This design comes from an exercise in tuning for small area on the open sky130 flow, not from production work.
The RTL was checked by simulation tests, not by an equivalence proof against the original design.
Power and IR drop assume default switching activity.

## note_sequencer
module note_sequencer #(
    parameter int ADDR_W   = 8,
    parameter int DUR_W    = 10,
    parameter int TICK_DIV = 500
) (
    input  logic              clk,
    input  logic              rst,
    input  logic [2:0]        live_octave,
    input  logic [2:0]        live_note,
    input  logic              cmd_rec,
    input  logic              cmd_play,
    input  logic              cmd_stop,
    input  logic              loop_en,
    output logic [2:0]        out_octave,
    output logic [2:0]        out_note,
    output logic [1:0]        mode,
    output logic [ADDR_W:0]   rec_count,
    output logic              full
);
Size: ~5100 cells after synthesis, ~4300 flip-flops, ~30 I/O pins, about 92000 µm² of cells after synthesis.
clock: 10.0 ns
lec_check: 0
cap_margin: 20
core_margin: 2
core_utilization: 40
cts_cluster_diameter: 100
cts_cluster_size: 32
slew_margin: 20
run.sh (not shown) runs the stock make flow with config.mk's settings and CLKGATE_MAP_FILE= SYNTH_SCRIPT=/design/flow/synth_recipe.tcl, a recipe that flattens the netlist after the stock synthesis.
Change:
--- a/flow/design.v
+++ b/flow/design.v
@@ -7,26 +7,29 @@
     input  logic              clr,      
     input  logic              we,       
     input  logic              first,    
     input  logic [DATA_W-1:0] wdata,
     input  logic              cap,      
     input  logic [ADDR_W-1:0] rd_idx,   
     output logic [DATA_W-1:0] rdata     
 );
     localparam int NSLOT = (1 << ADDR_W) - 1;
-    localparam int PW    = 3;
+    localparam int PW    = 4;
     localparam int PSTEP = 1 << PW;
+    localparam int NPORT = 16;
     localparam int QLEN  = PSTEP;
     localparam int QW    = PW;
     localparam int KEY_W = DATA_W - DUR_W;
     localparam logic [ADDR_W-1:0] LAST = ADDR_W'(NSLOT - 1);
     localparam int DPORT0 = 8;
     localparam int DPORT1 = 136;
+    localparam int CPORT0 = 72;
+    localparam int CPORT1 = 200;
     localparam logic [ADDR_W-1:0] CLR_END = ADDR_W'(191);
     logic [NSLOT-1:0][KEY_W-1:0]  kring;
     logic [NSLOT-1:0][DUR_W-1:0]  dring;
     logic                         clearing;  
     logic [QLEN-1:0][KEY_W-1:0]   wq;      
     logic [QLEN-1:0]              wv;      
     logic [DUR_W-1:0]             wdur;    
     logic                         dpend;   
     logic [ADDR_W-1:0]            dpos;    
@@ -34,24 +37,22 @@
     logic [ADDR_W-1:0]            wpos;    
     logic [DATA_W-1:0]            e0;
     logic [DATA_W-1:0]            nxt;
     logic                         wr;
     logic [QW-1:0]                old;
     logic [KEY_W-1:0]             wkey;
     logic [ADDR_W-1:0]            wpos_inc;
     logic                         dwr;
     logic                         dlong;
-    logic [DUR_W-1:0]             dport;   
     assign wr       = (|wv) && (wpos[PW-1:0] == '0);
     assign wpos_inc = (wpos == LAST) ? '0 : wpos + ADDR_W'(1);
     assign dwr      = dpend && (dpos[ADDR_W-2:0] == (ADDR_W-1)'(DPORT0));
     assign dlong    = we && !first && (wdata[DUR_W-1:1] != '0);
-    assign dport    = clearing ? DUR_W'(1) : wdur;
     always_comb begin
         old = '0;
         for (int i = 0; i < QLEN; i++) begin
             if (wv[i]) old = QW'(i);
         end
     end
     assign wkey = wq[old];
     always_ff @(posedge clk) begin
         if (clr) begin
@@ -78,20 +79,26 @@
                 end
             end else begin
                 kring[i] <= kring[i-1];
             end
         end
     end
     always_ff @(posedge clk) begin
         for (int i = 0; i < NSLOT; i++) begin
             if (i == DPORT0 || i == DPORT1) begin
-                if (clearing || (dwr && (dpos[ADDR_W-1] == (i == DPORT1)))) begin
-                    dring[i] <= dport;
+                if (dwr && (dpos[ADDR_W-1] == (i == DPORT1))) begin
+                    dring[i] <= wdur;
+                end else begin
+                    dring[i] <= dring[i-1];
+                end
+            end else if (i == CPORT0 || i == CPORT1) begin
+                if (clearing) begin
+                    dring[i] <= DUR_W'(1);
                 end else begin
                     dring[i] <= dring[i-1];
                 end
             end else begin
                 dring[i] <= dring[(i + NSLOT - 1) % NSLOT];
             end
         end
     end
     always_ff @(posedge clk) begin
@@ -292,23 +299,24 @@
         if (start_rec || start_play || advance || tick) begin
             presc <= '0;
         end else begin
             presc <= presc + PRESC_W'(1);
         end
     end
     always_ff @(posedge clk) begin
         if (rst || start_rec) begin
             rec_count <= '0;
+            full      <= 1'b0;
         end else if ((state == ST_REC) && ram_we) begin
             rec_count <= rec_count + CNT_W'(1);
+            full      <= rec_last;
         end
     end
-    assign full = rec_count[ADDR_W];
     always_ff @(posedge clk) begin
         if (start_rec || ((state == ST_REC) && ram_we)) begin
             cur_octave <= live_octave;
             cur_note   <= live_note;
         end
     end
     always_ff @(posedge clk) begin
         if (start_rec) begin
             dur <= '0;
Effect: Power goes up slightly. Area after synthesis grows slightly. Routed wire length is about the same. Sequential cell count increases by 57. Die area grows slightly. Clock power is lower by a few percent. Register-to-register slack gains 0.08 ns. Combinational power climbs by well over a third.

---

note_sequencer, a different RTL version from the one above (not shown whole).
For scale: roughly 4,300 flip-flops, ~30 I/O pins.
==> module note_sequencer, before the edit <==
module note_sequencer #(
    parameter int ADDR_W   = 8,
    parameter int DUR_W    = 10,
    parameter int TICK_DIV = 500
) (
    input  logic              clk,
    input  logic              rst,
    input  logic [2:0]        live_octave,
    input  logic [2:0]        live_note,
    input  logic              cmd_rec,
    input  logic              cmd_play,
    input  logic              cmd_stop,
    input  logic              loop_en,
    output logic [2:0]        out_octave,
    output logic [2:0]        out_note,
    output logic [1:0]        mode,
    output logic [ADDR_W:0]   rec_count,
    output logic              full
);
    localparam logic [1:0] MODE_IDLE = 2'd0;
    localparam logic [1:0] MODE_REC  = 2'd1;
    localparam logic [1:0] MODE_PLAY = 2'd2;
    localparam int OCT_W  = 3;
    localparam int NOTE_W = 3;
    localparam logic [NOTE_W-1:0] NOTE_REST = 3'd0;
    localparam logic [1:0] ST_IDLE  = 2'd0;
    localparam logic [1:0] ST_REC   = 2'd1;
    localparam logic [1:0] ST_FETCH = 2'd2;
    localparam logic [1:0] ST_PLAY  = 2'd3;
    localparam int ENTRY_W  = OCT_W + NOTE_W + DUR_W;
    localparam int NOTE_LSB = DUR_W;
    localparam int OCT_LSB  = DUR_W + NOTE_W;
    localparam int CNT_W    = ADDR_W + 1;
    localparam int DEPTH    = 1 << ADDR_W;
    localparam int PRESC_W  = (TICK_DIV > 1) ? $clog2(TICK_DIV) : 1;
    localparam logic [DUR_W-1:0]   DUR_MAX  = {DUR_W{1'b1}};
    localparam logic [PRESC_W-1:0] PRESC_TOP = PRESC_W'(TICK_DIV - 1);
    logic [1:0] state;
    logic [1:0] state_next;
    logic [PRESC_W-1:0] presc;
    logic               tick;
    logic [2:0]         cur_octave;
    logic [2:0]         cur_note;
    logic [DUR_W-1:0]   dur;
    logic [DUR_W-1:0]   rem;
    logic [ADDR_W-1:0]  rd_idx;
    logic               fetch_wait;    
    logic               ram_we;
    logic [ENTRY_W-1:0] ram_wdata;
    logic [ENTRY_W-1:0] ram_rdata;
    logic start_rec;
    logic start_play;
    logic advance;
    logic load_entry;
    logic live_chg;
    logic dur_sat;
    logic rec_last;
    logic play_done;
    logic has_next;
    assign tick      = (presc == PRESC_TOP);
    assign fetch_wait = presc[0];
    assign live_chg  = ({live_octave, live_note} != {cur_octave, cur_note});
    assign dur_sat   = (dur == DUR_MAX);
    assign rec_last  = (rec_count == CNT_W'(DEPTH - 1));
    assign play_done = (state == ST_PLAY) && tick && (rem <= DUR_W'(1));
    assign has_next  = (({1'b0, rd_idx} + CNT_W'(1)) != rec_count);
    assign rem       = dur;
    assign ram_wdata = {cur_octave, cur_note, (dur == '0) ? DUR_W'(1) : dur};
    assign mode      = (state == ST_REC) ? MODE_REC :
                       ((state == ST_FETCH) || (state == ST_PLAY)) ? MODE_PLAY : MODE_IDLE;
    note_ram #(
        .ADDR_W (ADDR_W),
        .DATA_W (ENTRY_W)
    ) u_ram (
        .clk    (clk),
        .clr    (start_rec),
        .we     (ram_we),
        .first  (rec_count == '0),
        .wdata  (ram_wdata),
        .cap    (state == ST_PLAY),
        .rd_idx (rd_idx),
        .rdata  (ram_rdata)
    );
    always_ff @(posedge clk) begin
        if (rst) begin
            state <= ST_IDLE;
        end else begin
            state <= state_next;
        end
    end
    always_comb begin
        state_next = state;
        start_rec  = 1'b0;
        start_play = 1'b0;
        advance    = 1'b0;
        load_entry = 1'b0;
        ram_we     = 1'b0;
        case (state)
            ST_IDLE: begin
                if (cmd_stop) begin
                    state_next = ST_IDLE;
                end else if (cmd_rec) begin
                    start_rec  = 1'b1;
                    state_next = ST_REC;
                end else if (cmd_play && (rec_count != '0)) begin
                    start_play = 1'b1;
                    state_next = ST_FETCH;
                end
            end
            ST_REC: begin
                if (cmd_stop) begin
                    ram_we     = (dur != '0);
                    state_next = ST_IDLE;
                end else if (live_chg || dur_sat) begin
                    ram_we = 1'b1;
                    if (rec_last) begin
                        state_next = ST_IDLE;
                    end
                end
            end
            ST_FETCH, ST_PLAY: begin
                if (cmd_stop) begin
                    state_next = ST_IDLE;
                end else if (cmd_rec) begin
                    start_rec  = 1'b1;
                    state_next = ST_REC;
                end else if (cmd_play) begin
                    start_play = 1'b1;
                    state_next = ST_FETCH;
                end else if (state == ST_FETCH) begin
                    if (fetch_wait) begin
                        load_entry = 1'b1;
                        state_next = ST_PLAY;
                    end
                end else if (play_done) begin
                    if (has_next) begin
                        advance    = 1'b1;
                        state_next = ST_FETCH;
                    end else if (loop_en) begin
                        start_play = 1'b1;
                        state_next = ST_FETCH;
                    end else begin
                        state_next = ST_IDLE;
                    end
                end
            end
            default: state_next = ST_IDLE;
        endcase
    end
    always_ff @(posedge clk) begin
        if (start_rec || start_play || advance || tick) begin
            presc <= '0;
        end else begin
            presc <= presc + PRESC_W'(1);
        end
    end
    always_ff @(posedge clk) begin
        if (rst || start_rec) begin
            rec_count <= '0;
            full      <= 1'b0;
        end else if ((state == ST_REC) && ram_we) begin
            rec_count <= rec_count + CNT_W'(1);
            full      <= rec_last;
        end
    end
    always_ff @(posedge clk) begin
        if (start_rec || ((state == ST_REC) && ram_we)) begin
            cur_octave <= live_octave;
            cur_note   <= live_note;
        end
    end
    always_ff @(posedge clk) begin
        if (start_rec) begin
            dur <= '0;
        end else if (state == ST_REC) begin
            if (ram_we) begin
                dur <= '0;
            end else if (tick) begin
                dur <= dur + DUR_W'(1);
            end
        end else if (load_entry) begin
            dur <= ram_rdata[DUR_W-1:0];
        end else if ((state == ST_PLAY) && tick && (rem != '0)) begin
            dur <= rem - DUR_W'(1);
        end
    end
    always_ff @(posedge clk) begin
        if (start_play) begin
            rd_idx <= '0;
        end else if (advance) begin
            rd_idx <= rd_idx + ADDR_W'(1);
        end
    end
    always_ff @(posedge clk) begin
        if (rst) begin
            out_octave <= '0;
            out_note   <= NOTE_REST;
        end else if (load_entry) begin
            out_octave <= ram_rdata[OCT_LSB +: OCT_W];
            out_note   <= ram_rdata[NOTE_LSB +: NOTE_W];
        end else if ((state == ST_IDLE) || (state == ST_REC)) begin
            out_octave <= live_octave;
            out_note   <= live_note;
        end
    end
endmodule
clock: 10.0 ns
lec_check: 0
cap_margin: 20
core_margin: 2
core_utilization: 40
cts_cluster_diameter: 100
cts_cluster_size: 30
slew_margin: 20
Change:
--- a/flow/design.v
+++ b/flow/design.v
@@ -177,5 +177,5 @@
     logic [2:0]         cur_note;
     logic [DUR_W-1:0]   dur;
-    logic [DUR_W-1:0]   rem;
+    logic               dur_full;
     logic [ADDR_W-1:0]  rd_idx;
     logic               fetch_wait;    
@@ -195,9 +195,9 @@
     assign fetch_wait = presc[0];
     assign live_chg  = ({live_octave, live_note} != {cur_octave, cur_note});
-    assign dur_sat   = (dur == DUR_MAX);
+    assign dur_full  = (dur == DUR_MAX);
+    assign dur_sat   = dur_full;
     assign rec_last  = (rec_count == CNT_W'(DEPTH - 1));
-    assign play_done = (state == ST_PLAY) && tick && (rem <= DUR_W'(1));
+    assign play_done = (state == ST_PLAY) && tick && (&dur[DUR_W-1:1]);
     assign has_next  = (({1'b0, rd_idx} + CNT_W'(1)) != rec_count);
-    assign rem       = dur;
     assign ram_wdata = {cur_octave, cur_note, (dur == '0) ? DUR_W'(1) : dur};
     assign mode      = (state == ST_REC) ? MODE_REC :
@@ -314,7 +314,7 @@
             end
         end else if (load_entry) begin
-            dur <= ram_rdata[DUR_W-1:0];
-        end else if ((state == ST_PLAY) && tick && (rem != '0)) begin
-            dur <= rem - DUR_W'(1);
+            dur <= ~ram_rdata[DUR_W-1:0];
+        end else if ((state == ST_PLAY) && tick && !dur_full) begin
+            dur <= dur + DUR_W'(1);
         end
     end
=>
- The changed run completed without violations
- utilization stays flat
- wire length drops by 4.7%
- fmax climbs by 8.3%
- hold slack hardly moves
- cell area stays flat
- cell count drops by 0.68%
- global-route usage drops by 0.39 points
- die area drops by 0.34%

==> what the ideal ports hide <==
How much do the figures lean on ideal ports? The routed layouts below were timed once more, with nothing changed but the port constraints. Step 1: set_driving_cell puts a clkbuf_16 on clk and a buf_2 on each other input, an assumption about the parent block. Step 2, shift: input delay + t, output delay - t, t = (earliest + latest rising clock arrival at the registers) / 2. This alone moves slack from input paths to output paths. Three values: ideal, step 1, step 2; two values: the first two.
| run | t, ns | setup WS [ns] | worst setup path at the end |
|---|---|---|---|
| the first run of note 1 | 0.897 | 4.972 / 4.899 / 4.655 | input to register |
| the second run of note 1 | 0.881 | 5.367 / 5.286 / 4.936 | input to register |
| the first run of note 2 | 0.904 | 4.987 / 4.906 / 4.856 | input to register |
| the second run of note 2 | 0.893 | 5.373 / 5.290 / 4.831 | input to register |
After both steps every run listed still meets setup and hold. For the second run of note 2, which loses most, drivers alone change the setup slack by -0.083 ns; drivers and shift together by -0.542 ns.
